Source: an optimization exercise on an open RTL-to-GDS flow (aim: small area). Production flows keep margins and buffers that such runs may drop.
RTL that was checked went through simulation tests only; none was proved equivalent to the original.
Only the layout flow was run in run 1; the RTL was not checked for function there.
Power and IR drop assume default switching activity.

<file path="flow/design.v">
module mrd_req_gen #(
  parameter int unsigned CNT_W = 16
) (
  input  logic             clk,
  input  logic             rst_n,
  input  logic             init_i,       
  input  logic [CNT_W-1:0] pkt_total_i,  
  input  logic             mrd_work_i,   
  output logic             req_o,
  output logic [CNT_W-1:0] req_cnt_o
);
  logic [CNT_W-1:0] req_cnt;
  logic [CNT_W-1:0] req_cnt_nxt;
  logic [CNT_W:0]   lt;                  
  logic [CNT_W:0]   pre;                 
  logic             more_left;
  always_comb begin
    lt[0]  = 1'b0;
    pre[0] = 1'b1;
    for (int i = 0; i < CNT_W; i++) begin
      lt[i+1]  = (~req_cnt[i] & pkt_total_i[i]) | (~(req_cnt[i] ^ pkt_total_i[i]) & lt[i]);
      pre[i+1] = pre[i] & req_cnt[i];
    end
  end
  assign more_left = lt[CNT_W];                     
  assign req_o     = mrd_work_i & more_left;
  always_comb begin
    for (int i = 0; i < CNT_W; i++)
      req_cnt_nxt[i] = ~init_i & (req_cnt[i] ^ (req_o & pre[i]));
  end
  always_ff @(posedge clk or negedge rst_n) begin
    if (!rst_n) req_cnt <= '0;
    else        req_cnt <= req_cnt_nxt;
  end
  assign req_cnt_o = req_cnt;
endmodule
module mrd_throttle #(
  parameter int unsigned CPL_LIMIT = 8,
  parameter int unsigned LEN_W     = 11,
  parameter int unsigned CNT_W     = 16,
  parameter int unsigned DW_W      = 32,
  parameter int unsigned HW_W      = 27
) (
  input  logic             clk,
  input  logic             rst_n,
  input  logic             init_i,
  input  logic             start_i,       
  input  logic [LEN_W-1:0] len_dw_i,      
  input  logic             rcb_128_i,     
  input  logic             metering_i,    
  input  logic [CNT_W-1:0] req_cnt_i,     
  input  logic [DW_W-1:0]  cpl_dw_i,      
  input  logic             bad_i,         
  output logic             mrd_work_o,    
  output logic [CNT_W-1:0] hwm_cnt_o
);
  logic [CNT_W-1:0] hwm_cnt;
  logic [CNT_W-1:0] hwm_cnt_nxt;
  logic             hwm_fin;              
  logic [HW_W-1:0]  hwm_lo;               
  logic [HW_W-1:0]  hwm_lo_nxt;
  logic             found_q;
  logic [3:0]       burst_cnt;
  always_comb begin
    if (len_dw_i == LEN_W'(1))
      burst_cnt = 4'(CPL_LIMIT);
    else if (!rcb_128_i) begin
      if (len_dw_i <= LEN_W'(16))      burst_cnt = 4'(CPL_LIMIT / 2);
      else if (len_dw_i <= LEN_W'(64)) burst_cnt = 4'(CPL_LIMIT / 4);
      else                             burst_cnt = 4'(CPL_LIMIT / 8);
    end else begin
      if (len_dw_i <= LEN_W'(32))       burst_cnt = 4'(CPL_LIMIT / 2);
      else if (len_dw_i <= LEN_W'(128)) burst_cnt = 4'(CPL_LIMIT / 4);
      else                              burst_cnt = 4'(CPL_LIMIT / 8);
    end
  end
  logic [CNT_W:0]   ge;                   
  logic [CNT_W:0]   hpre;                 
  logic [CNT_W-1:0] hinc;                 
  always_comb begin
    ge[0]   = 1'b1;
    hpre[0] = 1'b1;
    for (int i = 0; i < CNT_W; i++) begin
      ge[i+1]   = (hwm_cnt[i] & ~req_cnt_i[i]) | (~(hwm_cnt[i] ^ req_cnt_i[i]) & ge[i]);
      hpre[i+1] = hpre[i] & hwm_cnt[i];
      hinc[i]   = hwm_cnt[i] ^ hpre[i];
    end
  end
  logic [HW_W:0] dge;
  always_comb begin
    dge[0] = 1'b1;
    for (int i = 0; i < HW_W; i++)
      dge[i+1] = (cpl_dw_i[i] & ~hwm_lo[i]) | (~(cpl_dw_i[i] ^ hwm_lo[i]) & dge[i]);
  end
  logic dw_reached;
  assign dw_reached = hwm_fin ? ((|cpl_dw_i[DW_W-1:HW_W]) | dge[HW_W]) : (&cpl_dw_i);
  always_ff @(posedge clk) begin
    found_q <= (req_cnt_i == hinc) & dw_reached;
  end
  logic mrd_work, cpl_found, zero, load, clr, step;
  assign mrd_work  = start_i & (~metering_i | ge[CNT_W]);
  assign cpl_found = found_q & ~mrd_work;
  assign zero      = ~|hwm_cnt;
  assign load      = start_i & zero;
  assign clr       = start_i & ~zero & bad_i;
  assign step      = start_i & ~zero & ~bad_i & cpl_found;
  always_comb begin
    if (init_i | clr)  hwm_cnt_nxt = '0;
    else if (load)     hwm_cnt_nxt = CNT_W'(burst_cnt);
    else if (step)     hwm_cnt_nxt = hinc;
    else               hwm_cnt_nxt = hwm_cnt;
  end
  logic [LEN_W-1:0] addend;
  logic [LEN_W:0]   c;
  logic [HW_W-1:0]  sum;
  logic [HW_W:0]    lpre;
  assign addend = len_dw_i & {LEN_W{step}};
  always_comb begin
    c[0] = 1'b0;
    for (int i = 0; i < LEN_W; i++) begin
      sum[i] = hwm_lo[i] ^ addend[i] ^ c[i];
      c[i+1] = (hwm_lo[i] & addend[i]) | (c[i] & (hwm_lo[i] ^ addend[i]));
    end
    lpre[LEN_W] = 1'b1;
    for (int i = LEN_W; i < HW_W; i++) begin
      sum[i]    = hwm_lo[i] ^ (c[LEN_W] & lpre[i]);
      lpre[i+1] = lpre[i] & hwm_lo[i];
    end
  end
  assign hwm_lo_nxt = load ? HW_W'(len_dw_i) : sum;
  always_ff @(posedge clk or negedge rst_n) begin
    if (!rst_n) begin
      hwm_cnt <= '0;
      hwm_fin <= 1'b0;
    end else begin
      hwm_cnt <= hwm_cnt_nxt;
      hwm_fin <= ~init_i & ~clr & (load | hwm_fin);
    end
  end
  always_ff @(posedge clk) begin
    hwm_lo <= hwm_lo_nxt;
  end
  assign mrd_work_o = mrd_work;
  assign hwm_cnt_o  = hwm_cnt;
endmodule
module cpl_tracker #(
  parameter int unsigned LEN_W = 11,
  parameter int unsigned CNT_W = 16,
  parameter int unsigned DW_W  = 32
) (
  input  logic             clk,
  input  logic             rst_n,
  input  logic             init_i,
  input  logic [LEN_W-1:0] len_dw_i,       
  input  logic [CNT_W-1:0] pkt_total_i,    
  input  logic             cpl_valid_i,    
  input  logic [LEN_W-1:0] cpl_len_dw_i,   
  input  logic             cpl_poisoned_i, 
  output logic [DW_W-1:0]  cpl_dw_o,       
  output logic             bad_o,          
  output logic             err_o,          
  output logic             done_o          
);
  logic [DW_W-1:0] cpl_dw;
  logic [DW_W-1:0] sum;
  logic            bad_len;
  logic            poison;
  logic            bad_q;
  logic            err_q;
  logic            done_q;
  logic            hit;
  logic [LEN_W:0] gt;                     
  always_comb begin
    gt[0] = 1'b0;
    for (int i = 0; i < LEN_W; i++)
      gt[i+1] = (cpl_len_dw_i[i] & ~len_dw_i[i]) | (~(cpl_len_dw_i[i] ^ len_dw_i[i]) & gt[i]);
  end
  assign bad_len = cpl_valid_i & (~|cpl_len_dw_i | gt[LEN_W]);
  assign poison  = cpl_valid_i & cpl_poisoned_i;
  logic [LEN_W-1:0] addend;
  logic [LEN_W:0]   c;
  logic [DW_W:0]    pre;
  assign addend = cpl_len_dw_i & {LEN_W{cpl_valid_i}};
  always_comb begin
    c[0] = 1'b0;
    for (int i = 0; i < LEN_W; i++) begin
      sum[i] = cpl_dw[i] ^ addend[i] ^ c[i];
      c[i+1] = (cpl_dw[i] & addend[i]) | (c[i] & (cpl_dw[i] ^ addend[i]));
    end
    pre[LEN_W] = 1'b1;
    for (int i = LEN_W; i < DW_W; i++) begin
      sum[i]   = cpl_dw[i] ^ (c[LEN_W] & pre[i]);
      pre[i+1] = pre[i] & cpl_dw[i];
    end
  end
  pl_eq u_pl_eq (
    .p  (pkt_total_i),
    .l  (len_dw_i),
    .s  (sum),
    .eq (hit)
  );
  always_ff @(posedge clk) begin
    bad_q <= bad_len | poison;
  end
  always_ff @(posedge clk or negedge rst_n) begin
    if (!rst_n) begin
      cpl_dw <= '0;
      err_q  <= 1'b0;
      done_q <= 1'b0;
    end else begin
      cpl_dw <= sum & {DW_W{~init_i}};
      err_q  <= ~init_i & (err_q | bad_len | poison);
      done_q <= ~init_i & (done_q | (cpl_valid_i & hit));
    end
  end
  assign cpl_dw_o = cpl_dw;
  assign bad_o    = bad_q;
  assign err_o    = err_q;
  assign done_o   = done_q;
endmodule
module pl_eq (input [15:0] p, input [10:0] l, input [31:0] s, output eq);
  wire pp1 = ~(p[0] & l[0]);
  wire pp2 = ~(p[0] & l[1]);
  wire pp3 = ~(p[0] & l[2]);
  wire pp4 = ~(p[0] & l[3]);
  wire pp5 = ~(p[0] & l[4]);
  wire pp6 = ~(p[0] & l[5]);
  wire pp7 = ~(p[0] & l[6]);
  wire pp8 = ~(p[0] & l[7]);
  wire pp9 = ~(p[0] & l[8]);
  wire pp10 = ~(p[0] & l[9]);
  wire pp11 = ~(p[0] & l[10]);
  wire pp12 = ~(p[1] & l[0]);
  wire pp13 = ~(p[1] & l[1]);
  wire pp14 = ~(p[1] & l[2]);
  wire pp15 = ~(p[1] & l[3]);
  wire pp16 = ~(p[1] & l[4]);
  wire pp17 = ~(p[1] & l[5]);
  wire pp18 = ~(p[1] & l[6]);
  wire pp19 = ~(p[1] & l[7]);
  wire pp20 = ~(p[1] & l[8]);
  wire pp21 = ~(p[1] & l[9]);
  wire pp22 = ~(p[1] & l[10]);
  wire pp23 = ~(p[2] & l[0]);
  wire pp24 = ~(p[2] & l[1]);
  wire pp25 = ~(p[2] & l[2]);
  wire pp26 = ~(p[2] & l[3]);
  wire pp27 = ~(p[2] & l[4]);
  wire pp28 = ~(p[2] & l[5]);
  wire pp29 = ~(p[2] & l[6]);
  wire pp30 = ~(p[2] & l[7]);
  wire pp31 = ~(p[2] & l[8]);
  wire pp32 = ~(p[2] & l[9]);
  wire pp33 = ~(p[2] & l[10]);
  wire pp34 = ~(p[3] & l[0]);
  wire pp35 = ~(p[3] & l[1]);
  wire pp36 = ~(p[3] & l[2]);
  wire pp37 = ~(p[3] & l[3]);
  wire pp38 = ~(p[3] & l[4]);
  wire pp39 = ~(p[3] & l[5]);
  wire pp40 = ~(p[3] & l[6]);
  wire pp41 = ~(p[3] & l[7]);
  wire pp42 = ~(p[3] & l[8]);
  wire pp43 = ~(p[3] & l[9]);
  wire pp44 = ~(p[3] & l[10]);
  wire pp45 = ~(p[4] & l[0]);
  wire pp46 = ~(p[4] & l[1]);
  wire pp47 = ~(p[4] & l[2]);
  wire pp48 = ~(p[4] & l[3]);
  wire pp49 = ~(p[4] & l[4]);
  wire pp50 = ~(p[4] & l[5]);
  wire pp51 = ~(p[4] & l[6]);
  wire pp52 = ~(p[4] & l[7]);
  wire pp53 = ~(p[4] & l[8]);
  wire pp54 = ~(p[4] & l[9]);
  wire pp55 = ~(p[4] & l[10]);
  wire pp56 = ~(p[5] & l[0]);
  wire pp57 = ~(p[5] & l[1]);
  wire pp58 = ~(p[5] & l[2]);
  wire pp59 = ~(p[5] & l[3]);
  wire pp60 = ~(p[5] & l[4]);
  wire pp61 = ~(p[5] & l[5]);
  wire pp62 = ~(p[5] & l[6]);
  wire pp63 = ~(p[5] & l[7]);
  wire pp64 = ~(p[5] & l[8]);
  wire pp65 = ~(p[5] & l[9]);
  wire pp66 = ~(p[5] & l[10]);
  wire pp67 = ~(p[6] & l[0]);
  wire pp68 = ~(p[6] & l[1]);
  wire pp69 = ~(p[6] & l[2]);
  wire pp70 = ~(p[6] & l[3]);
  wire pp71 = ~(p[6] & l[4]);
  wire pp72 = ~(p[6] & l[5]);
  wire pp73 = ~(p[6] & l[6]);
  wire pp74 = ~(p[6] & l[7]);
  wire pp75 = ~(p[6] & l[8]);
  wire pp76 = ~(p[6] & l[9]);
  wire pp77 = ~(p[6] & l[10]);
  wire pp78 = ~(p[7] & l[0]);
  wire pp79 = ~(p[7] & l[1]);
  wire pp80 = ~(p[7] & l[2]);
  wire pp81 = ~(p[7] & l[3]);
  wire pp82 = ~(p[7] & l[4]);
  wire pp83 = ~(p[7] & l[5]);
  wire pp84 = ~(p[7] & l[6]);
  wire pp85 = ~(p[7] & l[7]);
  wire pp86 = ~(p[7] & l[8]);
  wire pp87 = ~(p[7] & l[9]);
  wire pp88 = ~(p[7] & l[10]);
  wire pp89 = ~(p[8] & l[0]);
  wire pp90 = ~(p[8] & l[1]);
  wire pp91 = ~(p[8] & l[2]);
  wire pp92 = ~(p[8] & l[3]);
  wire pp93 = ~(p[8] & l[4]);
  wire pp94 = ~(p[8] & l[5]);
  wire pp95 = ~(p[8] & l[6]);
  wire pp96 = ~(p[8] & l[7]);
  wire pp97 = ~(p[8] & l[8]);
  wire pp98 = ~(p[8] & l[9]);
  wire pp99 = ~(p[8] & l[10]);
  wire pp100 = ~(p[9] & l[0]);
  wire pp101 = ~(p[9] & l[1]);
  wire pp102 = ~(p[9] & l[2]);
  wire pp103 = ~(p[9] & l[3]);
  wire pp104 = ~(p[9] & l[4]);
  wire pp105 = ~(p[9] & l[5]);
  wire pp106 = ~(p[9] & l[6]);
  wire pp107 = ~(p[9] & l[7]);
  wire pp108 = ~(p[9] & l[8]);
  wire pp109 = ~(p[9] & l[9]);
  wire pp110 = ~(p[9] & l[10]);
  wire pp111 = ~(p[10] & l[0]);
  wire pp112 = ~(p[10] & l[1]);
  wire pp113 = ~(p[10] & l[2]);
  wire pp114 = ~(p[10] & l[3]);
  wire pp115 = ~(p[10] & l[4]);
  wire pp116 = ~(p[10] & l[5]);
  wire pp117 = ~(p[10] & l[6]);
  wire pp118 = ~(p[10] & l[7]);
  wire pp119 = ~(p[10] & l[8]);
  wire pp120 = ~(p[10] & l[9]);
  wire pp121 = ~(p[10] & l[10]);
  wire pp122 = ~(p[11] & l[0]);
  wire pp123 = ~(p[11] & l[1]);
  wire pp124 = ~(p[11] & l[2]);
  wire pp125 = ~(p[11] & l[3]);
  wire pp126 = ~(p[11] & l[4]);
  wire pp127 = ~(p[11] & l[5]);
  wire pp128 = ~(p[11] & l[6]);
  wire pp129 = ~(p[11] & l[7]);
  wire pp130 = ~(p[11] & l[8]);
  wire pp131 = ~(p[11] & l[9]);
  wire pp132 = ~(p[11] & l[10]);
  wire pp133 = ~(p[12] & l[0]);
  wire pp134 = ~(p[12] & l[1]);
  wire pp135 = ~(p[12] & l[2]);
  wire pp136 = ~(p[12] & l[3]);
  wire pp137 = ~(p[12] & l[4]);
  wire pp138 = ~(p[12] & l[5]);
  wire pp139 = ~(p[12] & l[6]);
  wire pp140 = ~(p[12] & l[7]);
  wire pp141 = ~(p[12] & l[8]);
  wire pp142 = ~(p[12] & l[9]);
  wire pp143 = ~(p[12] & l[10]);
  wire pp144 = ~(p[13] & l[0]);
  wire pp145 = ~(p[13] & l[1]);
  wire pp146 = ~(p[13] & l[2]);
  wire pp147 = ~(p[13] & l[3]);
  wire pp148 = ~(p[13] & l[4]);
  wire pp149 = ~(p[13] & l[5]);
  wire pp150 = ~(p[13] & l[6]);
  wire pp151 = ~(p[13] & l[7]);
  wire pp152 = ~(p[13] & l[8]);
  wire pp153 = ~(p[13] & l[9]);
  wire pp154 = ~(p[13] & l[10]);
  wire pp155 = ~(p[14] & l[0]);
  wire pp156 = ~(p[14] & l[1]);
  wire pp157 = ~(p[14] & l[2]);
  wire pp158 = ~(p[14] & l[3]);
  wire pp159 = ~(p[14] & l[4]);
  wire pp160 = ~(p[14] & l[5]);
  wire pp161 = ~(p[14] & l[6]);
  wire pp162 = ~(p[14] & l[7]);
  wire pp163 = ~(p[14] & l[8]);
  wire pp164 = ~(p[14] & l[9]);
  wire pp165 = ~(p[14] & l[10]);
  wire pp166 = ~(p[15] & l[0]);
  wire pp167 = ~(p[15] & l[1]);
  wire pp168 = ~(p[15] & l[2]);
  wire pp169 = ~(p[15] & l[3]);
  wire pp170 = ~(p[15] & l[4]);
  wire pp171 = ~(p[15] & l[5]);
  wire pp172 = ~(p[15] & l[6]);
  wire pp173 = ~(p[15] & l[7]);
  wire pp174 = ~(p[15] & l[8]);
  wire pp175 = ~(p[15] & l[9]);
  wire pp176 = ~(p[15] & l[10]);
  wire s177 = ~(pp10 ^ pp20);
  wire c178 = pp10 | pp20;
  wire s179 = pp11 ^ pp21 ^ pp31;
  wire c180 = (pp11 & pp21) | (pp31 & (pp11 ^ pp21));
  wire s181 = ~(pp41 ^ pp51);
  wire c182 = pp41 | pp51;
  wire s183 = pp22 ^ pp32 ^ pp42;
  wire c184 = (pp22 & pp32) | (pp42 & (pp22 ^ pp32));
  wire s185 = pp52 ^ pp62 ^ pp72;
  wire c186 = (pp52 & pp62) | (pp72 & (pp52 ^ pp62));
  wire s187 = pp33 ^ pp43 ^ pp53;
  wire c188 = (pp33 & pp43) | (pp53 & (pp33 ^ pp43));
  wire s189 = pp63 ^ pp73 ^ pp83;
  wire c190 = (pp63 & pp73) | (pp83 & (pp63 ^ pp73));
  wire s191 = pp44 ^ pp54 ^ pp64;
  wire c192 = (pp44 & pp54) | (pp64 & (pp44 ^ pp54));
  wire s193 = pp74 ^ pp84 ^ pp94;
  wire c194 = (pp74 & pp84) | (pp94 & (pp74 ^ pp84));
  wire s195 = pp55 ^ pp65 ^ pp75;
  wire c196 = (pp55 & pp65) | (pp75 & (pp55 ^ pp65));
  wire s197 = pp85 ^ pp95 ^ pp105;
  wire c198 = (pp85 & pp95) | (pp105 & (pp85 ^ pp95));
  wire s199 = pp66 ^ pp76 ^ pp86;
  wire c200 = (pp66 & pp76) | (pp86 & (pp66 ^ pp76));
  wire s201 = pp96 ^ pp106 ^ pp116;
  wire c202 = (pp96 & pp106) | (pp116 & (pp96 ^ pp106));
  wire s203 = pp77 ^ pp87 ^ pp97;
  wire c204 = (pp77 & pp87) | (pp97 & (pp77 ^ pp87));
  wire s205 = ~(pp107 ^ pp117);
  wire c206 = pp107 | pp117;
  wire s207 = pp88 ^ pp98 ^ pp108;
  wire c208 = (pp88 & pp98) | (pp108 & (pp88 ^ pp98));
  wire s209 = ~(pp7 ^ pp17);
  wire c210 = pp7 | pp17;
  wire s211 = pp8 ^ pp18 ^ pp28;
  wire c212 = (pp8 & pp18) | (pp28 & (pp8 ^ pp18));
  wire s213 = ~(pp38 ^ pp48);
  wire c214 = pp38 | pp48;
  wire s215 = pp9 ^ pp19 ^ pp29;
  wire c216 = (pp9 & pp19) | (pp29 & (pp9 ^ pp19));
  wire s217 = pp39 ^ pp49 ^ pp59;
  wire c218 = (pp39 & pp49) | (pp59 & (pp39 ^ pp49));
  wire s219 = ~(pp69 ^ pp79);
  wire c220 = pp69 | pp79;
  wire s221 = s177 ^ pp30 ^ pp40;
  wire c222 = (s177 & pp30) | (pp40 & (s177 ^ pp30));
  wire s223 = pp50 ^ pp60 ^ pp70;
  wire c224 = (pp50 & pp60) | (pp70 & (pp50 ^ pp60));
  wire s225 = pp80 ^ pp90 ^ pp100;
  wire c226 = (pp80 & pp90) | (pp100 & (pp80 ^ pp90));
  wire s227 = c178 ^ s179 ^ s181;
  wire c228 = (c178 & s179) | (s181 & (c178 ^ s179));
  wire s229 = pp61 ^ pp71 ^ pp81;
  wire c230 = (pp61 & pp71) | (pp81 & (pp61 ^ pp71));
  wire s231 = pp91 ^ pp101 ^ pp111;
  wire c232 = (pp91 & pp101) | (pp111 & (pp91 ^ pp101));
  wire s233 = c180 ^ c182 ^ s183;
  wire c234 = (c180 & c182) | (s183 & (c180 ^ c182));
  wire s235 = s185 ^ pp82 ^ pp92;
  wire c236 = (s185 & pp82) | (pp92 & (s185 ^ pp82));
  wire s237 = pp102 ^ pp112 ^ pp122;
  wire c238 = (pp102 & pp112) | (pp122 & (pp102 ^ pp112));
  wire s239 = c184 ^ c186 ^ s187;
  wire c240 = (c184 & c186) | (s187 & (c184 ^ c186));
  wire s241 = s189 ^ pp93 ^ pp103;
  wire c242 = (s189 & pp93) | (pp103 & (s189 ^ pp93));
  wire s243 = pp113 ^ pp123 ^ pp133;
  wire c244 = (pp113 & pp123) | (pp133 & (pp113 ^ pp123));
  wire s245 = c188 ^ c190 ^ s191;
  wire c246 = (c188 & c190) | (s191 & (c188 ^ c190));
  wire s247 = s193 ^ pp104 ^ pp114;
  wire c248 = (s193 & pp104) | (pp114 & (s193 ^ pp104));
  wire s249 = pp124 ^ pp134 ^ pp144;
  wire c250 = (pp124 & pp134) | (pp144 & (pp124 ^ pp134));
  wire s251 = c192 ^ c194 ^ s195;
  wire c252 = (c192 & c194) | (s195 & (c192 ^ c194));
  wire s253 = s197 ^ pp115 ^ pp125;
  wire c254 = (s197 & pp115) | (pp125 & (s197 ^ pp115));
  wire s255 = pp135 ^ pp145 ^ pp155;
  wire c256 = (pp135 & pp145) | (pp155 & (pp135 ^ pp145));
  wire s257 = c196 ^ c198 ^ s199;
  wire c258 = (c196 & c198) | (s199 & (c196 ^ c198));
  wire s259 = s201 ^ pp126 ^ pp136;
  wire c260 = (s201 & pp126) | (pp136 & (s201 ^ pp126));
  wire s261 = pp146 ^ pp156 ^ pp166;
  wire c262 = (pp146 & pp156) | (pp166 & (pp146 ^ pp156));
  wire s263 = c200 ^ c202 ^ s203;
  wire c264 = (c200 & c202) | (s203 & (c200 ^ c202));
  wire s265 = s205 ^ pp127 ^ pp137;
  wire c266 = (s205 & pp127) | (pp137 & (s205 ^ pp127));
  wire s267 = pp147 ^ pp157 ^ pp167;
  wire c268 = (pp147 & pp157) | (pp167 & (pp147 ^ pp157));
  wire s269 = c204 ^ c206 ^ s207;
  wire c270 = (c204 & c206) | (s207 & (c204 ^ c206));
  wire s271 = pp118 ^ pp128 ^ pp138;
  wire c272 = (pp118 & pp128) | (pp138 & (pp118 ^ pp128));
  wire s273 = pp148 ^ pp158 ^ pp168;
  wire c274 = (pp148 & pp158) | (pp168 & (pp148 ^ pp158));
  wire s275 = c208 ^ pp99 ^ pp109;
  wire c276 = (c208 & pp99) | (pp109 & (c208 ^ pp99));
  wire s277 = pp119 ^ pp129 ^ pp139;
  wire c278 = (pp119 & pp129) | (pp139 & (pp119 ^ pp129));
  wire s279 = pp149 ^ pp159 ^ pp169;
  wire c280 = (pp149 & pp159) | (pp169 & (pp149 ^ pp159));
  wire s281 = pp110 ^ pp120 ^ pp130;
  wire c282 = (pp110 & pp120) | (pp130 & (pp110 ^ pp120));
  wire s283 = pp140 ^ pp150 ^ pp160;
  wire c284 = (pp140 & pp150) | (pp160 & (pp140 ^ pp150));
  wire s285 = pp121 ^ pp131 ^ pp141;
  wire c286 = (pp121 & pp131) | (pp141 & (pp121 ^ pp131));
  wire s287 = ~(pp5 ^ pp15);
  wire c288 = pp5 | pp15;
  wire s289 = pp6 ^ pp16 ^ pp26;
  wire c290 = (pp6 & pp16) | (pp26 & (pp6 ^ pp16));
  wire s291 = ~(pp36 ^ pp46);
  wire c292 = pp36 | pp46;
  wire s293 = s209 ^ pp27 ^ pp37;
  wire c294 = (s209 & pp27) | (pp37 & (s209 ^ pp27));
  wire s295 = pp47 ^ pp57 ^ pp67;
  wire c296 = (pp47 & pp57) | (pp67 & (pp47 ^ pp57));
  wire s297 = c210 ^ s211 ^ s213;
  wire c298 = (c210 & s211) | (s213 & (c210 ^ s211));
  wire s299 = pp58 ^ pp68 ^ pp78;
  wire c300 = (pp58 & pp68) | (pp78 & (pp58 ^ pp68));
  wire s301 = c212 ^ c214 ^ s215;
  wire c302 = (c212 & c214) | (s215 & (c212 ^ c214));
  wire s303 = s217 ^ s219 ^ pp89;
  wire c304 = (s217 & s219) | (pp89 & (s217 ^ s219));
  wire s305 = c216 ^ c218 ^ c220;
  wire c306 = (c216 & c218) | (c220 & (c216 ^ c218));
  wire s307 = s221 ^ s223 ^ s225;
  wire c308 = (s221 & s223) | (s225 & (s221 ^ s223));
  wire s309 = c222 ^ c224 ^ c226;
  wire c310 = (c222 & c224) | (c226 & (c222 ^ c224));
  wire s311 = s227 ^ s229 ^ s231;
  wire c312 = (s227 & s229) | (s231 & (s227 ^ s229));
  wire s313 = c228 ^ c230 ^ c232;
  wire c314 = (c228 & c230) | (c232 & (c228 ^ c230));
  wire s315 = s233 ^ s235 ^ s237;
  wire c316 = (s233 & s235) | (s237 & (s233 ^ s235));
  wire s317 = c234 ^ c236 ^ c238;
  wire c318 = (c234 & c236) | (c238 & (c234 ^ c236));
  wire s319 = s239 ^ s241 ^ s243;
  wire c320 = (s239 & s241) | (s243 & (s239 ^ s241));
  wire s321 = c240 ^ c242 ^ c244;
  wire c322 = (c240 & c242) | (c244 & (c240 ^ c242));
  wire s323 = s245 ^ s247 ^ s249;
  wire c324 = (s245 & s247) | (s249 & (s245 ^ s247));
  wire s325 = c246 ^ c248 ^ c250;
  wire c326 = (c246 & c248) | (c250 & (c246 ^ c248));
  wire s327 = s251 ^ s253 ^ s255;
  wire c328 = (s251 & s253) | (s255 & (s251 ^ s253));
  wire s329 = c252 ^ c254 ^ c256;
  wire c330 = (c252 & c254) | (c256 & (c252 ^ c254));
  wire s331 = s257 ^ s259 ^ s261;
  wire c332 = (s257 & s259) | (s261 & (s257 ^ s259));
  wire s333 = c258 ^ c260 ^ c262;
  wire c334 = (c258 & c260) | (c262 & (c258 ^ c260));
  wire s335 = s263 ^ s265 ^ s267;
  wire c336 = (s263 & s265) | (s267 & (s263 ^ s265));
  wire s337 = c264 ^ c266 ^ c268;
  wire c338 = (c264 & c266) | (c268 & (c264 ^ c266));
  wire s339 = s269 ^ s271 ^ s273;
  wire c340 = (s269 & s271) | (s273 & (s269 ^ s271));
  wire s341 = c270 ^ c272 ^ c274;
  wire c342 = (c270 & c272) | (c274 & (c270 ^ c272));
  wire s343 = s275 ^ s277 ^ s279;
  wire c344 = (s275 & s277) | (s279 & (s275 ^ s277));
  wire s345 = c276 ^ c278 ^ c280;
  wire c346 = (c276 & c278) | (c280 & (c276 ^ c278));
  wire s347 = s281 ^ s283 ^ pp170;
  wire c348 = (s281 & s283) | (pp170 & (s281 ^ s283));
  wire s349 = c282 ^ c284 ^ s285;
  wire c350 = (c282 & c284) | (s285 & (c282 ^ c284));
  wire s351 = pp151 ^ pp161 ^ pp171;
  wire c352 = (pp151 & pp161) | (pp171 & (pp151 ^ pp161));
  wire s353 = c286 ^ pp132 ^ pp142;
  wire c354 = (c286 & pp132) | (pp142 & (c286 ^ pp132));
  wire s355 = pp152 ^ pp162 ^ pp172;
  wire c356 = (pp152 & pp162) | (pp172 & (pp152 ^ pp162));
  wire s357 = pp143 ^ pp153 ^ pp163;
  wire c358 = (pp143 & pp153) | (pp163 & (pp143 ^ pp153));
  wire s359 = ~(pp4 ^ pp14);
  wire c360 = pp4 | pp14;
  wire s361 = s287 ^ pp25 ^ pp35;
  wire c362 = (s287 & pp25) | (pp35 & (s287 ^ pp25));
  wire s363 = c288 ^ s289 ^ s291;
  wire c364 = (c288 & s289) | (s291 & (c288 ^ s289));
  wire s365 = c290 ^ c292 ^ s293;
  wire c366 = (c290 & c292) | (s293 & (c290 ^ c292));
  wire s367 = c294 ^ c296 ^ s297;
  wire c368 = (c294 & c296) | (s297 & (c294 ^ c296));
  wire s369 = c298 ^ c300 ^ s301;
  wire c370 = (c298 & c300) | (s301 & (c298 ^ c300));
  wire s371 = c302 ^ c304 ^ s305;
  wire c372 = (c302 & c304) | (s305 & (c302 ^ c304));
  wire s373 = c306 ^ c308 ^ s309;
  wire c374 = (c306 & c308) | (s309 & (c306 ^ c308));
  wire s375 = c310 ^ c312 ^ s313;
  wire c376 = (c310 & c312) | (s313 & (c310 ^ c312));
  wire s377 = c314 ^ c316 ^ s317;
  wire c378 = (c314 & c316) | (s317 & (c314 ^ c316));
  wire s379 = c318 ^ c320 ^ s321;
  wire c380 = (c318 & c320) | (s321 & (c318 ^ c320));
  wire s381 = c322 ^ c324 ^ s325;
  wire c382 = (c322 & c324) | (s325 & (c322 ^ c324));
  wire s383 = c326 ^ c328 ^ s329;
  wire c384 = (c326 & c328) | (s329 & (c326 ^ c328));
  wire s385 = c330 ^ c332 ^ s333;
  wire c386 = (c330 & c332) | (s333 & (c330 ^ c332));
  wire s387 = c334 ^ c336 ^ s337;
  wire c388 = (c334 & c336) | (s337 & (c334 ^ c336));
  wire s389 = c338 ^ c340 ^ s341;
  wire c390 = (c338 & c340) | (s341 & (c338 ^ c340));
  wire s391 = c342 ^ c344 ^ s345;
  wire c392 = (c342 & c344) | (s345 & (c342 ^ c344));
  wire s393 = c346 ^ c348 ^ s349;
  wire c394 = (c346 & c348) | (s349 & (c346 ^ c348));
  wire s395 = c350 ^ c352 ^ s353;
  wire c396 = (c350 & c352) | (s353 & (c350 ^ c352));
  wire s397 = c354 ^ c356 ^ s357;
  wire c398 = (c354 & c356) | (s357 & (c354 ^ c356));
  wire s399 = c358 ^ pp154 ^ pp164;
  wire c400 = (c358 & pp154) | (pp164 & (c358 ^ pp154));
  wire s401 = ~(pp3 ^ pp13);
  wire c402 = pp3 | pp13;
  wire s403 = s359 ^ pp24 ^ pp34;
  wire c404 = (s359 & pp24) | (pp34 & (s359 ^ pp24));
  wire s405 = c360 ^ s361 ^ pp45;
  wire c406 = (c360 & s361) | (pp45 & (c360 ^ s361));
  wire s407 = c362 ^ s363 ^ pp56;
  wire c408 = (c362 & s363) | (pp56 & (c362 ^ s363));
  wire s409 = c364 ^ s365 ^ s295;
  wire c410 = (c364 & s365) | (s295 & (c364 ^ s365));
  wire s411 = c366 ^ s367 ^ s299;
  wire c412 = (c366 & s367) | (s299 & (c366 ^ s367));
  wire s413 = c368 ^ s369 ^ s303;
  wire c414 = (c368 & s369) | (s303 & (c368 ^ s369));
  wire s415 = c370 ^ s371 ^ s307;
  wire c416 = (c370 & s371) | (s307 & (c370 ^ s371));
  wire s417 = c372 ^ s373 ^ s311;
  wire c418 = (c372 & s373) | (s311 & (c372 ^ s373));
  wire s419 = c374 ^ s375 ^ s315;
  wire c420 = (c374 & s375) | (s315 & (c374 ^ s375));
  wire s421 = c376 ^ s377 ^ s319;
  wire c422 = (c376 & s377) | (s319 & (c376 ^ s377));
  wire s423 = c378 ^ s379 ^ s323;
  wire c424 = (c378 & s379) | (s323 & (c378 ^ s379));
  wire s425 = c380 ^ s381 ^ s327;
  wire c426 = (c380 & s381) | (s327 & (c380 ^ s381));
  wire s427 = c382 ^ s383 ^ s331;
  wire c428 = (c382 & s383) | (s331 & (c382 ^ s383));
  wire s429 = c384 ^ s385 ^ s335;
  wire c430 = (c384 & s385) | (s335 & (c384 ^ s385));
  wire s431 = c386 ^ s387 ^ s339;
  wire c432 = (c386 & s387) | (s339 & (c386 ^ s387));
  wire s433 = c388 ^ s389 ^ s343;
  wire c434 = (c388 & s389) | (s343 & (c388 ^ s389));
  wire s435 = c390 ^ s391 ^ s347;
  wire c436 = (c390 & s391) | (s347 & (c390 ^ s391));
  wire s437 = c392 ^ s393 ^ s351;
  wire c438 = (c392 & s393) | (s351 & (c392 ^ s393));
  wire s439 = c394 ^ s395 ^ s355;
  wire c440 = (c394 & s395) | (s355 & (c394 ^ s395));
  wire s441 = c396 ^ s397 ^ pp173;
  wire c442 = (c396 & s397) | (pp173 & (c396 ^ s397));
  wire s443 = c398 ^ s399 ^ pp174;
  wire c444 = (c398 & s399) | (pp174 & (c398 ^ s399));
  wire s445 = c400 ^ pp165 ^ pp175;
  wire c446 = (c400 & pp165) | (pp175 & (c400 ^ pp165));
  wire x447 = pp1 ^ 1'b1 ^ s[0];
  wire y448 = (pp1 & 1'b1) | (s[0] & (pp1 ^ 1'b1));
  wire k449 = ~x447;
  wire x450 = pp2 ^ pp12 ^ s[1];
  wire y451 = (pp2 & pp12) | (s[1] & (pp2 ^ pp12));
  wire k452 = x450 ^ y448;
  wire x453 = s401 ^ pp23 ^ s[2];
  wire y454 = (s401 & pp23) | (s[2] & (s401 ^ pp23));
  wire k455 = x453 ^ y451;
  wire x456 = c402 ^ s403 ^ s[3];
  wire y457 = (c402 & s403) | (s[3] & (c402 ^ s403));
  wire k458 = x456 ^ y454;
  wire x459 = c404 ^ s405 ^ s[4];
  wire y460 = (c404 & s405) | (s[4] & (c404 ^ s405));
  wire k461 = x459 ^ y457;
  wire x462 = c406 ^ s407 ^ s[5];
  wire y463 = (c406 & s407) | (s[5] & (c406 ^ s407));
  wire k464 = x462 ^ y460;
  wire x465 = c408 ^ s409 ^ s[6];
  wire y466 = (c408 & s409) | (s[6] & (c408 ^ s409));
  wire k467 = x465 ^ y463;
  wire x468 = c410 ^ s411 ^ s[7];
  wire y469 = (c410 & s411) | (s[7] & (c410 ^ s411));
  wire k470 = x468 ^ y466;
  wire x471 = c412 ^ s413 ^ s[8];
  wire y472 = (c412 & s413) | (s[8] & (c412 ^ s413));
  wire k473 = x471 ^ y469;
  wire x474 = c414 ^ s415 ^ s[9];
  wire y475 = (c414 & s415) | (s[9] & (c414 ^ s415));
  wire k476 = x474 ^ y472;
  wire x477 = c416 ^ s417 ^ s[10];
  wire y478 = (c416 & s417) | (s[10] & (c416 ^ s417));
  wire k479 = x477 ^ y475;
  wire x480 = c418 ^ s419 ^ s[11];
  wire y481 = (c418 & s419) | (s[11] & (c418 ^ s419));
  wire k482 = x480 ^ y478;
  wire x483 = c420 ^ s421 ^ s[12];
  wire y484 = (c420 & s421) | (s[12] & (c420 ^ s421));
  wire k485 = x483 ^ y481;
  wire x486 = c422 ^ s423 ^ s[13];
  wire y487 = (c422 & s423) | (s[13] & (c422 ^ s423));
  wire k488 = x486 ^ y484;
  wire x489 = c424 ^ s425 ^ s[14];
  wire y490 = (c424 & s425) | (s[14] & (c424 ^ s425));
  wire k491 = x489 ^ y487;
  wire x492 = c426 ^ s427 ^ s[15];
  wire y493 = (c426 & s427) | (s[15] & (c426 ^ s427));
  wire k494 = x492 ^ y490;
  wire x495 = c428 ^ s429 ^ s[16];
  wire y496 = (c428 & s429) | (s[16] & (c428 ^ s429));
  wire k497 = x495 ^ y493;
  wire x498 = c430 ^ s431 ^ s[17];
  wire y499 = (c430 & s431) | (s[17] & (c430 ^ s431));
  wire k500 = x498 ^ y496;
  wire x501 = c432 ^ s433 ^ s[18];
  wire y502 = (c432 & s433) | (s[18] & (c432 ^ s433));
  wire k503 = x501 ^ y499;
  wire x504 = c434 ^ s435 ^ s[19];
  wire y505 = (c434 & s435) | (s[19] & (c434 ^ s435));
  wire k506 = x504 ^ y502;
  wire x507 = c436 ^ s437 ^ s[20];
  wire y508 = (c436 & s437) | (s[20] & (c436 ^ s437));
  wire k509 = x507 ^ y505;
  wire x510 = c438 ^ s439 ^ s[21];
  wire y511 = (c438 & s439) | (s[21] & (c438 ^ s439));
  wire k512 = x510 ^ y508;
  wire x513 = c440 ^ s441 ^ s[22];
  wire y514 = (c440 & s441) | (s[22] & (c440 ^ s441));
  wire k515 = x513 ^ y511;
  wire x516 = c442 ^ s443 ^ s[23];
  wire y517 = (c442 & s443) | (s[23] & (c442 ^ s443));
  wire k518 = x516 ^ y514;
  wire x519 = c444 ^ s445 ^ s[24];
  wire y520 = (c444 & s445) | (s[24] & (c444 ^ s445));
  wire k521 = x519 ^ y517;
  wire x522 = c446 ^ pp176 ^ s[25];
  wire y523 = (c446 & pp176) | (s[25] & (c446 ^ pp176));
  wire k524 = x522 ^ y520;
  wire x525 = 1'b1 ^ 1'b1 ^ s[26];
  wire y526 = (1'b1 & 1'b1) | (s[26] & (1'b1 ^ 1'b1));
  wire k527 = x525 ^ y523;
  wire x528 = 1'b1 ^ 1'b1 ^ s[27];
  wire y529 = (1'b1 & 1'b1) | (s[27] & (1'b1 ^ 1'b1));
  wire k530 = x528 ^ y526;
  wire x531 = 1'b1 ^ 1'b1 ^ s[28];
  wire y532 = (1'b1 & 1'b1) | (s[28] & (1'b1 ^ 1'b1));
  wire k533 = x531 ^ y529;
  wire x534 = 1'b1 ^ 1'b1 ^ s[29];
  wire y535 = (1'b1 & 1'b1) | (s[29] & (1'b1 ^ 1'b1));
  wire k536 = x534 ^ y532;
  wire x537 = 1'b1 ^ 1'b1 ^ s[30];
  wire y538 = (1'b1 & 1'b1) | (s[30] & (1'b1 ^ 1'b1));
  wire k539 = x537 ^ y535;
  wire x540 = 1'b1 ^ 1'b1 ^ s[31];
  wire y541 = (1'b1 & 1'b1) | (s[31] & (1'b1 ^ 1'b1));
  wire k542 = x540 ^ y538;
  assign eq = k449 & k452 & k455 & k458 & k461 & k464 & k467 & k470 & k473 & k476 & k479 & k482 & k485 & k488 & k491 & k494 & k497 & k500 & k503 & k506 & k509 & k512 & k515 & k518 & k521 & k524 & k527 & k530 & k533 & k536 & k539 & k542;
endmodule
module dma_rd_top (
  input  logic        clk,
  input  logic        rst_n,
  input  logic        init_i,
  input  logic        start_i,
  input  logic [10:0] cfg_len_dw_i,      
  input  logic [15:0] cfg_pkt_total_i,   
  input  logic        cfg_rcb_128_i,     
  input  logic        cfg_metering_i,    
  input  logic        cpl_valid_i,       
  input  logic [10:0] cpl_len_dw_i,      
  input  logic        cpl_poisoned_i,    
  output logic        req_o,
  output logic [15:0] req_cnt_o,
  output logic [31:0] cpl_dw_o,
  output logic [15:0] hwm_cnt_o,
  output logic        done_o,
  output logic        err_o
);
  logic        mrd_work;
  logic [15:0] req_cnt;
  logic [31:0] cpl_dw;
  logic        bad;
  mrd_req_gen #(
    .CNT_W (16)
  ) u_req_gen (
    .clk         (clk),
    .rst_n       (rst_n),
    .init_i      (init_i),
    .pkt_total_i (cfg_pkt_total_i),
    .mrd_work_i  (mrd_work),
    .req_o       (req_o),
    .req_cnt_o   (req_cnt)
  );
  mrd_throttle u_throttle (
    .clk         (clk),
    .rst_n       (rst_n),
    .init_i      (init_i),
    .start_i     (start_i),
    .len_dw_i    (cfg_len_dw_i),
    .rcb_128_i   (cfg_rcb_128_i),
    .metering_i  (cfg_metering_i),
    .req_cnt_i   (req_cnt),
    .cpl_dw_i    (cpl_dw),
    .bad_i       (bad),
    .mrd_work_o  (mrd_work),
    .hwm_cnt_o   (hwm_cnt_o)
  );
  cpl_tracker u_cpl_tracker (
    .clk            (clk),
    .rst_n          (rst_n),
    .init_i         (init_i),
    .len_dw_i       (cfg_len_dw_i),
    .pkt_total_i    (cfg_pkt_total_i),
    .cpl_valid_i    (cpl_valid_i),
    .cpl_len_dw_i   (cpl_len_dw_i),
    .cpl_poisoned_i (cpl_poisoned_i),
    .cpl_dw_o       (cpl_dw),
    .bad_o          (bad),
    .err_o          (err_o),
    .done_o         (done_o)
  );
  assign req_cnt_o = req_cnt;
  assign cpl_dw_o  = cpl_dw;
endmodule
</file>
<file path="flow/run.sh">
#!/bin/bash
# synth_recipe.tcl (not shown) runs the flow's synth.tcl, then flattens the netlist and writes it again
# the make line also repeats each setting of config.mk as NAME=value (left out here)
make -C /OpenROAD-flow-scripts/flow DESIGN_CONFIG=/design/flow/config.mk WORK_HOME=/design/flow/orfs CLKGATE_MAP_FILE= SYNTH_SCRIPT=/design/flow/synth_recipe.tcl finish
</file>
<file path="flow/config.mk">
export PLATFORM = sky130hd
export DESIGN_NAME = dma_rd_top
export DESIGN_NICKNAME = dma_rd_top
export VERILOG_FILES = /design/flow/design.v
export SDC_FILE = /design/flow/constraint.sdc
export NUM_CORES = 4
export LEC_CHECK = 0
export CAP_MARGIN = 20
export CORE_MARGIN = 2
export CORE_UTILIZATION = 40
export SLEW_MARGIN = 20
</file>
<file path="flow/constraint.sdc">
create_clock -name core_clock -period 7.2 [get_ports {clk}]
set_input_delay 1.4400 -clock core_clock [delete_from_list [all_inputs] [get_ports {clk}]]
set_output_delay 1.4400 -clock core_clock [all_outputs]
set_load 0.01 [all_outputs]
</file>
==> results.yml, run 1 <==
timing:
  clock_skew_ns: 0.00806
  setup_ws_ns: -0.519
  rsz0062_at_grt: "true"
  final.setup.tns_ns: -0.519
  period_minus_slack_ns: 7.72
  tightest_slew_ns: 0.972
  max-slew-margin-rel_pct: 35.1
  slew_viol_final: 0
  period_share_pct: 107
  fmax_mhz: 130
  hold_viol: 0
  setup_viol_count_final: 1
critical_path:
  crit_slowest_cell: "clkdlybuf4s50_1"
  crit_path_cell_trace: "clkdlybuf4s50_1, and2_1, ha_1, inv_1, fa_2, fa_2, fa_2, fa_2, fa_2, fa_2, fa_2, fa_2, fa_2, fa_2, nor3_4, and3_1, and3_4, buf_4, xor2_1, fa_1, xnor2_1, nor4_1, nand4_1, o32ai_2"
  crit_type: "input port to register"
  end_kind: "register"
  startpoint_type: "input port"
  cpPeakStageDelay_ns: 0.50
  cp_max_fo: 4
  cpMostUsedCell: "fa_2"
  reg2reg_slack_ns: 0.26
  cp.arrival_ns: 7.98
  cp.required_ns: 7.46
logic_synthesis:
  ys_types: 63
  synth_edf_count: 0
  synth.area.top_cells: "fa_1 29%, dfrtp_1 14%, ha_1 10%"
  synth_top_flop_cell: "dfrtp_1"
  syn_area_um2: 11800
  synth_fp_nets: 1551
  yosysTopAreaCell: "fa_1"
  async_flop_share_pct: 69.8
  yosysWarnings: 3
  synth_cells: 1237
  synth.most_common_cell: "and2_1"
  ys_seq_area_share_pct: 19.1
  synth_top_area_share_pct: 28.8
  ys_ff_latch: 96
  avgSynthCellArea_um2: 9.56
  synth_commonest_cells: "172 x and2_1, 170 x fa_1, 152 x inv_1"
die:
  die_w_um: 176
  die_area_um2: 31000
  die_h_um: 176
  initial_utilization_pct: 40.9
  rows: 62
  pin_count: 113
  coreArea_um2: 28900
drt:
  ant_nets: 0
  vias: 9362
  wirelength_mm: 35.7
  vias_per_cell: 5.27
  drt-initial-drc-count: 535
  post-route-drc-count: 0
  firstDrtPassIters: 5
  routedWlPerCell_um: 20.1
clock_network:
  numCtsBuffers: 9
  clock_path_buffers: 2
  htreeDepth: 3
  cts_sinks: 96
  clock-root-buffer: "clkbuf_16"
  clk_latency_ns: 0.35
  tritoncts: "done"
  clkTransAtPathRegs_ns: 0.08
outcome:
  so_faults: "setup timing"
  status: "complete, but fails checks"
layout:
  areaGrowthSynthToFinish_pct: 20.7
  fill_cells: 2708
  final_cells: 1775
  drive_gt1_share_pct: 11.5
  final_nets: 1699
  fin_area_um2: 14300
global_route:
  grt_start_max_net_pins: 68
  antenna_found_initial: 1
  grt_usage_pct: 24.1
  grt_pass1_vias: 10200
  grt-ovfl-total: 0
  grt_pass1_wl_mm: 56.8
placed_design:
  place_area_um2: 13900
  preCtsSetupSlack_ns: -0.855
  io_buffers: 112
  dp_hpwl_mm: 28.6
  routabilityCongestion: 0.901
  dp.cells: 1753
worst_hold_path:
  hp-class: "register to register"
run:
  maxCapViolCount: 0
power:
  p_leak_uw: 0.00653
  irDropWorstVdd_mv: 0.123
  p_per_area_nw_per_um2: 196
==> area by class of cell <==
cell class / count / area (um2) / share of cell area, %
Tap cell: 384 / 480 / 3.37
Clock buffer: 10 / 250 / 1.75
Inverter: 152 / 571 / 4.00
Antenna cell: 1 / 2.50 / 0.0175
Timing Repair Buffer: 196 / 1740 / 12.2
Clock inverter: 6 / 47.5 / 0.333
Multi-Input combinational cell: 930 / 8920 / 62.5
Sequential cell: 96 / 2260 / 15.8
==> path summary, 6_finish.rpt <==
kind                                                  startpoint                                  to  depth (start not counted)
min in group asynchronous                                  rst_n     u_req_gen.req_cnt[14]$_DFF_PN0_                          2
worst max register to register   u_req_gen.req_cnt[12]$_DFF_PN0_    u_throttle.hwm_lo[23]$_SDFF_PP0_                         27
max in group asynchronous                                  rst_n  u_cpl_tracker.cpl_dw[15]$_DFF_PN0_                          2
worst max-delay path                                 cpl_valid_i      u_cpl_tracker.done_q$_DFF_PN0_                         24
worst min register to register  u_throttle.hwm_lo[15]$_SDFF_PP0_    u_throttle.hwm_lo[15]$_SDFF_PP0_                          2
worst min-delay path            u_throttle.hwm_lo[15]$_SDFF_PP0_    u_throttle.hwm_lo[15]$_SDFF_PP0_                          2
==> state kept, by name, summed over array words and instances, names as in the netlist <==
| signal | count |
|---|---|
| u_cpl_tracker.cpl_dw | 32 |
| u_throttle.found_q | 1 |
| u_throttle.hwm_fin | 1 |
| u_cpl_tracker.err_q | 1 |
| u_cpl_tracker.done_q | 1 |
| u_throttle.hwm_cnt | 16 |
| u_req_gen.req_cnt | 16 |
| u_cpl_tracker.bad_q | 1 |
| u_throttle.hwm_lo | 27 |
==> worst max-delay path, delay by kind of cell <==
kind                     cells  cell delay (ns)
adder cells (fa/ha/maj)     12             4.05
AND/OR/NAND/NOR              6             1.22
buffers and inverters        3             0.66
XOR/XNOR                     2             0.37
AO/OA/AOI/OAI                1             0.22
==> repair_timing <==
item                       4_1_cts  5_1_grt
buffers inserted                 2        3
setup endpoints to repair        7        7
gates resized for setup          4        9
pin swaps                        4        8
hold buffers                     0        0
==> per-layer routing <==
layer  part of all wire, %  up-vias  GRT usage (%)
met5                     0        -              0
met4                   3.9        0           9.16
met3                   4.2       63           3.81
met2                    49      259           41.3
met1                    43     4762           30.8
li1                      -     4278              -
==> cell families after synthesis <==
| group | Yosys count | share of synthesized area [%] |
|---|---|---|
| and+or+nand+nor | 449 | 20.8 |
| DFF | 96 | 19.1 |
| AOI/OAI and AO/OA | 118 | 6.75 |
| muxes | 20 | 1.77 |
| adders and majority gates | 268 | 39.2 |
| buffers and inverters | 211 | 6.86 |
| xor gates and xnor gates | 75 | 5.56 |
==> stage by stage <==
step	power, uW	util (%)	hold WS (ns)
global placement	2290	48.0	0.452
global route	3050	49.3	0.506
detailed placement	2310	48.0	0.470
finish	2800	49.3	0.474
CTS	2820	49.1	0.480
floorplan	1780	-	0.445
==> power breakdown <==
group	internal [uW]	switching, uW
Clock	260	238
Sequential	586	34.6
Combinational	738	942
==> cells in the final DEF, fill, tap and decap left out, types with 13 or more instances in the layout <==
| master | n |
|---|---|
| and2_1 | 171 |
| fa_1 | 150 |
| inv_1 | 149 |
| clkdlybuf4s50_1 | 108 |
| ha_1 | 97 |
| nor2_1 | 84 |
| buf_4 | 83 |
| nand2_1 | 67 |
| dfrtp_1 | 67 |
| a21oi_1 | 41 |
| xnor2_1 | 40 |
| xor2_1 | 32 |
| dfxtp_1 | 29 |
| fa_2 | 20 |
| nor3_1 | 18 |
| o21ai_0 | 17 |
| nor2b_1 | 16 |
| nand4_1 | 15 |
| nor4_1 | 14 |
| or4_1 | 13 |
| mux2i_1 | 13 |
==> run 2, diff against run 1 <==
--- a/flow/design.v
+++ b/flow/design.v
@@ -19,5 +19,5 @@
     pre[0] = 1'b1;
     for (int i = 0; i < CNT_W; i++) begin
-      lt[i+1]  = (~req_cnt[i] & pkt_total_i[i]) | (~(req_cnt[i] ^ pkt_total_i[i]) & lt[i]);
+      lt[i+1]  = (~req_cnt[i] & pkt_total_i[i]) | (~req_cnt[i] & lt[i]) | (pkt_total_i[i] & lt[i]);
       pre[i+1] = pre[i] & req_cnt[i];
     end
@@ -82,5 +82,5 @@
     hpre[0] = 1'b1;
     for (int i = 0; i < CNT_W; i++) begin
-      ge[i+1]   = (hwm_cnt[i] & ~req_cnt_i[i]) | (~(hwm_cnt[i] ^ req_cnt_i[i]) & ge[i]);
+      ge[i+1]   = (hwm_cnt[i] & ~req_cnt_i[i]) | (hwm_cnt[i] & ge[i]) | (~req_cnt_i[i] & ge[i]);
       hpre[i+1] = hpre[i] & hwm_cnt[i];
       hinc[i]   = hwm_cnt[i] ^ hpre[i];
@@ -91,5 +91,5 @@
     dge[0] = 1'b1;
     for (int i = 0; i < HW_W; i++)
-      dge[i+1] = (cpl_dw_i[i] & ~hwm_lo[i]) | (~(cpl_dw_i[i] ^ hwm_lo[i]) & dge[i]);
+      dge[i+1] = (cpl_dw_i[i] & ~hwm_lo[i]) | (cpl_dw_i[i] & dge[i]) | (~hwm_lo[i] & dge[i]);
   end
   logic dw_reached;
@@ -111,6 +111,9 @@
     else               hwm_cnt_nxt = hwm_cnt;
   end
+  localparam int unsigned LO = 6;
   logic [LEN_W-1:0] addend;
-  logic [LEN_W:0]   c;
+  logic [LEN_W:0]   c, c0, c1;
+  logic [LEN_W-1:0] s0, s1;
+  logic             c11;
   logic [HW_W-1:0]  sum;
   logic [HW_W:0]    lpre;
@@ -118,11 +121,21 @@
   always_comb begin
     c[0] = 1'b0;
-    for (int i = 0; i < LEN_W; i++) begin
+    for (int i = 0; i < LO; i++) begin
       sum[i] = hwm_lo[i] ^ addend[i] ^ c[i];
       c[i+1] = (hwm_lo[i] & addend[i]) | (c[i] & (hwm_lo[i] ^ addend[i]));
     end
+    c0[LO] = 1'b0;
+    c1[LO] = 1'b1;
+    for (int i = LO; i < LEN_W; i++) begin
+      s0[i]   = hwm_lo[i] ^ addend[i] ^ c0[i];
+      c0[i+1] = (hwm_lo[i] & addend[i]) | (c0[i] & (hwm_lo[i] ^ addend[i]));
+      s1[i]   = hwm_lo[i] ^ addend[i] ^ c1[i];
+      c1[i+1] = (hwm_lo[i] & addend[i]) | (c1[i] & (hwm_lo[i] ^ addend[i]));
+      sum[i]  = c[LO] ? s1[i] : s0[i];
+    end
+    c11 = c[LO] ? c1[LEN_W] : c0[LEN_W];
     lpre[LEN_W] = 1'b1;
     for (int i = LEN_W; i < HW_W; i++) begin
-      sum[i]    = hwm_lo[i] ^ (c[LEN_W] & lpre[i]);
+      sum[i]    = hwm_lo[i] ^ (c11 & lpre[i]);
       lpre[i+1] = lpre[i] & hwm_lo[i];
     end
@@ -174,21 +187,34 @@
     gt[0] = 1'b0;
     for (int i = 0; i < LEN_W; i++)
-      gt[i+1] = (cpl_len_dw_i[i] & ~len_dw_i[i]) | (~(cpl_len_dw_i[i] ^ len_dw_i[i]) & gt[i]);
+      gt[i+1] = (cpl_len_dw_i[i] & ~len_dw_i[i]) | (cpl_len_dw_i[i] & gt[i]) | (~len_dw_i[i] & gt[i]);
   end
   assign bad_len = cpl_valid_i & (~|cpl_len_dw_i | gt[LEN_W]);
   assign poison  = cpl_valid_i & cpl_poisoned_i;
+  localparam int unsigned LO = 6;
   logic [LEN_W-1:0] addend;
-  logic [LEN_W:0]   c;
+  logic [LEN_W:0]   c, c0, c1;
+  logic [LEN_W-1:0] s0, s1;
+  logic             c11;
   logic [DW_W:0]    pre;
   assign addend = cpl_len_dw_i & {LEN_W{cpl_valid_i}};
   always_comb begin
     c[0] = 1'b0;
-    for (int i = 0; i < LEN_W; i++) begin
+    for (int i = 0; i < LO; i++) begin
       sum[i] = cpl_dw[i] ^ addend[i] ^ c[i];
       c[i+1] = (cpl_dw[i] & addend[i]) | (c[i] & (cpl_dw[i] ^ addend[i]));
     end
+    c0[LO] = 1'b0;
+    c1[LO] = 1'b1;
+    for (int i = LO; i < LEN_W; i++) begin
+      s0[i]   = cpl_dw[i] ^ addend[i] ^ c0[i];
+      c0[i+1] = (cpl_dw[i] & addend[i]) | (c0[i] & (cpl_dw[i] ^ addend[i]));
+      s1[i]   = cpl_dw[i] ^ addend[i] ^ c1[i];
+      c1[i+1] = (cpl_dw[i] & addend[i]) | (c1[i] & (cpl_dw[i] ^ addend[i]));
+      sum[i]  = c[LO] ? s1[i] : s0[i];
+    end
+    c11 = c[LO] ? c1[LEN_W] : c0[LEN_W];
     pre[LEN_W] = 1'b1;
     for (int i = LEN_W; i < DW_W; i++) begin
-      sum[i]   = cpl_dw[i] ^ (c[LEN_W] & pre[i]);
+      sum[i]   = cpl_dw[i] ^ (c11 & pre[i]);
       pre[i+1] = pre[i] & cpl_dw[i];
     end
==> run 2 against run 1 <==
- now clean on timing, DRC and antenna
- area after synthesis is 3.7% lower
- critical path type unchanged
- largest cell class unchanged
- maximum frequency up 11%
- sequential power up 3.4%
- non-clock buffer count is 22 lower
- cell count fell by 1.8%
- highest routed layer unchanged
- worst setup slack improved by 0.78 ns
- die area fell by 3.6%
- core utilization down 0.27 points
- critical path depth up 5
==> results.yml, run 2 <==
timing:
  clock_skew_ns: 0.0104
  slew_viol_final: 0
  fmax_mhz: 144
  worst_hold_slack_ns: 0.559
  setup_ws_ns: 0.256
  setup_viol_count_final: 0
  rsz0062_at_grt: "true"
  period_minus_slack_ns: 6.94
  period_share_pct: 96.4
  tightest_slew_ns: 0.978
  max-slew-margin-rel_pct: 34.8
  hold_viol: 0
die:
  pin_count: 113
  coreArea_um2: 27900
  die_h_um: 173
  die_area_um2: 29800
  die_w_um: 173
  rows: 61
  initial_utilization_pct: 40.8
layout:
  top_regs: "u_cpl_tracker.cpl_dw (32), u_throttle.hwm_lo (27)"
  largest_reg_flops: 32
  drive_gt1_share_pct: 10.5
  antenna_cells: 0
  final_nets: 1610
  post-route-util_pct: 49.0
  final_cell_mix: "183 x and2_1, 153 x inv_1, 152 x fa_1"
  fin_area_um2: 13700
  regMostFlops: "u_cpl_tracker.cpl_dw"
  layout_commonest_cell: "and2_1"
  areaGrowthSynthToFinish_pct: 20.3
global_route:
  antenna_found_initial: 0
  grt-ovfl-total: 0
  grt_usage_pct: 23.6
  grt_pass1_wl_mm: 54.8
  grt_pass1_vias: 9668
  grt_start_max_net_pins: 68
logic_synthesis:
  synth.most_common_cell: "and2_1"
  synth-xor-area-share_pct: 6.00
  synth_fp_nets: 1482
  synth_top_area_share_pct: 29.5
  async_flop_share_pct: 69.8
  avgSynthCellArea_um2: 9.25
  synth_cells: 1232
  synth_top_flop_cell: "dfrtp_1"
  yosysTopAreaCell: "fa_1"
  syn_area_um2: 11400
  ys_ff_latch: 96
  muxShareOfSynthArea_pct: 1.44
  ys_seq_area_share_pct: 19.8
  synth_edf_count: 0
  yosysWarnings: 3
  synth_top_family_by_area: "adder cells"
  synth-simple-area-share_pct: 23.0
  synth.area.top_cells: "fa_1 30%, dfrtp_1 15%, and2_1 10%"
  synth-compound-area-share_pct: 7.62
  synth_commonest_cells: "185 x and2_1, 168 x fa_1, 158 x inv_1"
  synth_fa_ha_area_share_pct: 34.8
  ys_types: 73
critical_path:
  cp.arrival_ns: 7.24
  startpoint_type: "input port"
  cpMostUsedCell: "fa_2"
  end_kind: "register"
  cpPeakStageDelay_ns: 0.48
  cp_max_fo: 2
  crit_type: "input port to register"
  cp.required_ns: 7.49
  crit_slowest_cell: "fa_1"
power:
  p_per_area_nw_per_um2: 208
  irDropWorstVdd_mv: 0.113
  p_leak_uw: 0.00605
drt:
  vias: 9165
  firstDrtPassIters: 5
  routedWlPerCell_um: 19.8
  drt-initial-drc-count: 562
  post-route-drc-count: 0
  ant_nets: 0
  vias_per_cell: 5.26
  wirelength_mm: 34.5
clock_network:
  clock-root-buffer: "clkbuf_16"
  clkTransAtPathRegs_ns: 0.08
  clk_latency_ns: 0.37
  clock_path_buffers: 2
  htreeDepth: 3
  numCtsBuffers: 9
  tritoncts: "done"
  cts_sinks: 96
placed_design:
  io_buffers: 112
  routabilityCongestion: 0.886
  dp_hpwl_mm: 27.1
  place_area_um2: 13200
  preCtsSetupSlack_ns: -0.719
outcome:
  status: "complete, no violations"
worst_hold_path:
  hp-class: "register to register"
run:
  maxCapViolCount: 0
-- run 2: stage by stage --
step / total power [uW] / TNS, ns / cells
detailed placement: 2300 / -6.75 / 1719
floorplan: 1810 / -0.112 / 1232
finish: 2840 / 0 / 1743
CTS: 2840 / 0 / 1740
global placement: 2290 / -3.94 / 1719
global route: 3070 / -0.0716 / 1743
-- run 2: cell type report --
type / instances / area (um2)
inverter: 161 / 604
multi-input combinational: 918 / 8490
clock buffer: 9 / 225
tap: 378 / 473
clock inverter: 7 / 73.8
sequential: 96 / 2260
fill: 2676 / 14200
timing repair buffer: 174 / 1570
-- run 2: worst paths after layout --
check	from	end	slack (ns)	cells past startpoint
min in group asynchronous	rst_n	u_req_gen.req_cnt[4]$_DFF_PN0_	1.26	2
hold reg to reg	u_throttle.hwm_lo[15]$_SDFF_PP0_	u_throttle.hwm_lo[15]$_SDFF_PP0_	0.56	2
max in group asynchronous	rst_n	u_cpl_tracker.cpl_dw[12]$_DFF_PN0_	5.25	2
setup / recovery	cpl_len_dw_i[0]	u_cpl_tracker.done_q$_DFF_PN0_	0.26	29
setup reg to reg	u_throttle.hwm_cnt[10]$_DFFE_PN0P_	u_throttle.hwm_lo[22]$_SDFF_PP0_	0.84	30
hold / removal	u_throttle.hwm_lo[15]$_SDFF_PP0_	u_throttle.hwm_lo[15]$_SDFF_PP0_	0.56	2
-- run 2: where the power goes --
group	switching, uW	internal (uW)	leakage (uW)
Combinational	944	756	0.00475
Sequential	51.9	589	0.00116
Clock	256	246	0.000147
Total	1250	1590	0.00605
-- run 2: per-layer routing --
layer	wire length [um]	part of all wire [%]	track usage, %
met1	15300	44	32.1
met2	16400	48	39.2
met3	2150	6.2	4.46
met4	652	1.9	5.69
met5	0	0	0
-- run 2: kinds of logic (layout without fill, tap and decap cells) --
logic type	Yosys count	after routing
AND/OR/NAND/NOR	484	484
buffers and inverters	218	351
adder cells (fa/ha/maj)	219	219
AO/OA/AOI/OAI	121	121
XOR/XNOR	78	78
flip-flops	96	96
multiplexers	16	16
-- run 2: repair_timing --
item,in CTS,in global routing
hold endpoints to repair,0,0
setup buffers,5,3
pin swaps,30,36
setup endpoints to repair,9,8
hold buffers,0,0
gates resized for setup,37,13
-- run 2: critical path, delay by kind of cell --
kind,cells,cell delay (ns)
adders and majority gates,11,3.51
and+or+nand+nor,10,1.47
buffers and inverters,4,0.21
AOI/OAI and AO/OA,2,0.26
xor gates and xnor gates,2,0.35

## what the ideal ports hide
The flow's constraints put no driver on any port. The routed layouts listed below were extracted and timed again, unchanged, in two steps. Step 1 (the two cells are an assumption about what drives the block):
set clk [get_ports {clk}]
set_driving_cell -lib_cell sky130_fd_sc_hd__clkbuf_16 $clk
set_driving_cell -lib_cell sky130_fd_sc_hd__buf_2 [delete_from_list [all_inputs] $clk]
Step 2 moves the port delays by t, midway between the first and last clock arrival at a register: inputs arrive t later, outputs are due t later. That takes back most of the time a late clock gives input paths. a / b / c = ideal / step 1 / step 2; a / b = the first two.
run	t, ns	slack for setup (ns)	worst register clock-pin slew, ns
run 1	0.396	-0.519 / -0.504 / -0.900	0.08 / 0.08
run 2	0.408	0.256 / 0.253 / -0.156	0.08 / 0.08
Met with ideal ports but missed after step 2: setup timing in run 2. For run 2, which loses most, drivers alone change the setup slack by -0.003 ns; drivers and shift together by -0.412 ns.
